This design comes from an exercise in tuning for small area, a short achievable clock period and few clock cycles per item on the open sky130 flow, not from production work.
The RTL was checked by simulation tests, not by an equivalence proof against the original design.
Power is estimated from default activity; no workload was simulated.

Design tlb_fifo_lru_replacement_unit, start of the top module:
module tlb_fifo_lru_replacement_unit #(
  parameter int unsigned ENTRIES = tlbfl_pkg::DEF_ENTRIES
) (
  input  logic                              clk,
  input  logic                              rst_n,
  input  logic                              in_valid,
  output logic                              in_ready,
  input  logic                              in_req_type,
  input  logic [tlbfl_pkg::PID_W-1:0]       in_proc_id,
  input  logic [tlbfl_pkg::PAGE_W-1:0]      in_page_num,
  input  logic [tlbfl_pkg::FRAME_W-1:0]     in_frame_in,
  output logic                              out_valid,
  input  logic                              out_ready,
  output logic                              out_hit,
  output logic [tlbfl_pkg::FRAME_W-1:0]     out_frame_out,
  output logic                              out_evicted,
  output logic [tlbfl_pkg::PAGE_W-1:0]      out_evicted_page,
  input  logic                              cfg_psel,
  input  logic                              cfg_penable,
  input  logic                              cfg_pwrite,
  input  logic [tlbfl_pkg::CFG_ADDR_W-1:0]  cfg_paddr,
  input  logic [tlbfl_pkg::CFG_DATA_W-1:0]  cfg_pwdata,
  output logic [tlbfl_pkg::CFG_DATA_W-1:0]  cfg_prdata,
  output logic                              cfg_pready
);
Size: about 1400 flip-flops, roughly 180 I/O pins, ~58000 um^2 of cells after synthesis.
make LEC_CHECK=0 CAP_MARGIN=20 CORE_MARGIN=2 CORE_UTILIZATION=40 CTS_CLUSTER_DIAMETER=100 CTS_CLUSTER_SIZE=20 SETUP_SLACK_MARGIN=4.0 SLEW_MARGIN=20 finish   # period 7.5 ns
run.sh (not shown) runs the stock make flow with config.mk's settings and CLKGATE_MAP_FILE= SYNTH_SCRIPT=/design/flow/synth_recipe.tcl, a recipe that flattens the netlist after the stock synthesis.
Testbench counts at the start, summed over its fixed seeds: cycles 17,632, items 17,600.
Edit:
--- a/flow/design.v
+++ b/flow/design.v
@@ -151,22 +151,21 @@
     .mode        (mode),
     .capacity    (capacity)
   );
   logic          req_v, req_t;
   logic [PW-1:0] req_pid;
   logic [GW-1:0] req_page;
   logic [FW-1:0] req_frame;
   logic          out_valid_r;
   logic          fire, req_ld;
   assign fire     = req_v && (!out_valid_r || out_ready);
-  logic          idle_q;
-  assign in_ready = idle_q || out_ready;
+  assign in_ready = !req_v || fire;
   assign req_ld   = in_ready;
   always_ff @(posedge clk) begin
     if (!rst_n) req_v <= 1'b0;
     else if (in_ready) req_v <= in_valid;
   end
   always_ff @(posedge clk) begin
     if (req_ld) begin
       req_t     <= in_req_type;
       req_pid   <= in_proc_id;
       req_page  <= in_page_num;
@@ -328,27 +327,22 @@
         else if (wr[b]) old_q[a][b] <= 1'b1;
         if (top[a])      rec_q[a][b] <= 1'b1;
         else if (top[b]) rec_q[a][b] <= 1'b0;
       end
     end
   end
   logic          out_hit_r, out_ev_r;
   logic [FW-1:0] out_frame_r;
   logic [GW-1:0] out_epage_r;
   always_ff @(posedge clk) begin
-    if (!rst_n) begin
-      out_valid_r <= 1'b0;
-      idle_q      <= 1'b1;
-    end else begin
-      out_valid_r <= fire || (out_valid_r && !out_ready);
-      idle_q      <= !req_v_n || !(fire || (out_valid_r && !out_ready));
-    end
+    if (!rst_n) out_valid_r <= 1'b0;
+    else        out_valid_r <= fire || (out_valid_r && !out_ready);
   end
   always_ff @(posedge clk) begin
     if (fire) begin
       out_hit_r   <= res_hit;
       out_frame_r <= res_frame;
       out_ev_r    <= res_ev;
       out_epage_r <= res_epage;
     end
   end
   assign out_valid        = out_valid_r;
Global-route usage came out lower by 0.17 points. Synthesized area came out higher slightly. Register-to-register slack improves by 0.09 ns. Core utilization came out lower by 0.42 points. Final area barely changes. Clock power came out lower slightly. Power came out lower slightly. Routed wire length came out lower slightly. Sequential power came out lower slightly. Synthesized cell count barely changes. Worst hold slack stays flat. Setup slack degrades by 0.080 ns. Cell count hardly moves. Flip-flop and latch count came out lower by 1.
Testbench counts after the change, summed over its fixed seeds: cycles 17,632, items 17,600.

--- another note on this design; it stands on its own ---

## build 67
==> flow/design.v (excerpt) <==
module tlb_fifo_lru_replacement_unit #(
  parameter int unsigned ENTRIES = tlbfl_pkg::DEF_ENTRIES
) (
  input  logic                              clk,
  input  logic                              rst_n,
  input  logic                              in_valid,
  output logic                              in_ready,
  input  logic                              in_req_type,
  input  logic [tlbfl_pkg::PID_W-1:0]       in_proc_id,
  input  logic [tlbfl_pkg::PAGE_W-1:0]      in_page_num,
  input  logic [tlbfl_pkg::FRAME_W-1:0]     in_frame_in,
  output logic                              out_valid,
  input  logic                              out_ready,
  output logic                              out_hit,
  output logic [tlbfl_pkg::FRAME_W-1:0]     out_frame_out,
  output logic                              out_evicted,
  output logic [tlbfl_pkg::PAGE_W-1:0]      out_evicted_page,
  input  logic                              cfg_psel,
  input  logic                              cfg_penable,
  input  logic                              cfg_pwrite,
  input  logic [tlbfl_pkg::CFG_ADDR_W-1:0]  cfg_paddr,
  input  logic [tlbfl_pkg::CFG_DATA_W-1:0]  cfg_pwdata,
  output logic [tlbfl_pkg::CFG_DATA_W-1:0]  cfg_prdata,
  output logic                              cfg_pready
);
Size: roughly 4600 cells after synthesis, roughly 1300 flip-flops.
Settings: LEC_CHECK=0, CAP_MARGIN=20, CORE_MARGIN=2, CORE_UTILIZATION=40, CTS_CLUSTER_DIAMETER=110, CTS_CLUSTER_SIZE=24, SETUP_SLACK_MARGIN=4.15, SLEW_MARGIN=20; clock period 7.5 ns.
run.sh (not shown) runs the stock make flow with config.mk's settings and CLKGATE_MAP_FILE= SYNTH_SCRIPT=/design/flow/synth_recipe.tcl, a recipe that flattens the netlist after the stock synthesis.
Testbench counts of build 67, summed over its fixed seeds: cycles 17,632, items 17,600.
Relative to build 67, the following input files were edited for build 81:
Settings: CORE_UTILIZATION: 40 -> 50.
## What came out
Cell count: build 81 lower than build 67. Diff build 67 -> build 81: register share of the cell area went up, non-clock buffer contribution to total cell area went up by 0.16 points, leakage power climbed about 0.34%, end-of-flow core utilization went up 11 points. On number of iterations in the first detailed-routing pass, the higher figure sits with build 81, not build 67.
Input-level comparison between build 2 and build 81:
Settings: CTS_CLUSTER_SIZE: 24 -> 20; CTS_CLUSTER_DIAMETER: 110 -> 100; CORE_UTILIZATION: 50 -> 40.
### Flow results
No stage failed in build 2, and the final checks on the layout all came back clean.
The clock-buffer cell count in build 2 was higher than what build 81 gave.
Build 81 → build 2: post-route cell area rose 1.8%; met3 capacity usage during global routing lower.
Build 2 vs. build 81: routed wire length stayed essentially flat; number of buffers outside the clock class in the layout higher; proportion of power drawn by the clock network saw an increase; number of diodes added for antenna fixing moved up.
What build 27 does differently from build 2 at the input level:
Settings: SETUP_SLACK_MARGIN changed from 4.15 to 4.0.
--- outcome ---
All of build 27 and build 2 finish clean.
The higher fmax of build 27 and build 2 is in build 2.
Build 27 vs build 2 — worst endpoint required time rose 2.05 ns.
The standard cells in build 27 occupy less silicon area than those in build 2 do.
Build 27 -> build 2: number of storage elements in the synthesis netlist delta 0, exact match
Compared to build 2, build 27 leaves more free space in the core.
Via count in build 27 is 344 below build 2.
match_q[7] as the critical path capture point was reported by build 27, and cfg_prdata[0] by build 2.
Diff build 2 -> build 27 | count of instances resized after the clock tree is built | decrease of 159
Combinational power in build 27 is about 2% lower than in build 2

==> re-timing with driven ports <==
The flow's constraints put no driver on any port. The routed layouts listed below were extracted and timed again, unchanged, in two steps. Step 1: set_driving_cell puts a clkbuf_16 on clk and a buf_2 on each other input, an assumption about the parent block. Step 2 also shifts input and output timing later by t, the mid clock arrival at the registers, as if the neighbouring blocks saw the same clock. a / b / c = ideal ports / drivers / drivers and shift; a / b = the first two.
run | t, ns | slack for setup (ns) | worst register clock-pin slew, ns
the first run of note 1 | 0.810 | 3.822 / 3.826 / 3.073 | 0.10 / 0.10
the second run of note 1 | 0.807 | 3.742 / 3.689 / 3.122 | 0.10 / 0.10
build 67 | 0.788 | 3.988 / 3.949 / 3.352 | 0.11 / 0.11
build 81 | 0.786 | 3.939 / 3.947 / 3.212 | 0.12 / 0.12
build 2 | 0.812 | 3.988 / 3.949 / 3.282 | 0.11 / 0.11
build 27 | 0.794 | 3.927 / 3.938 / 3.193 | 0.10 / 0.10
After both steps setup and hold are still met in every run listed. The setup slack of the first run of note 1, which loses most, moves by +0.004 ns with the drivers and by -0.749 ns with both steps.
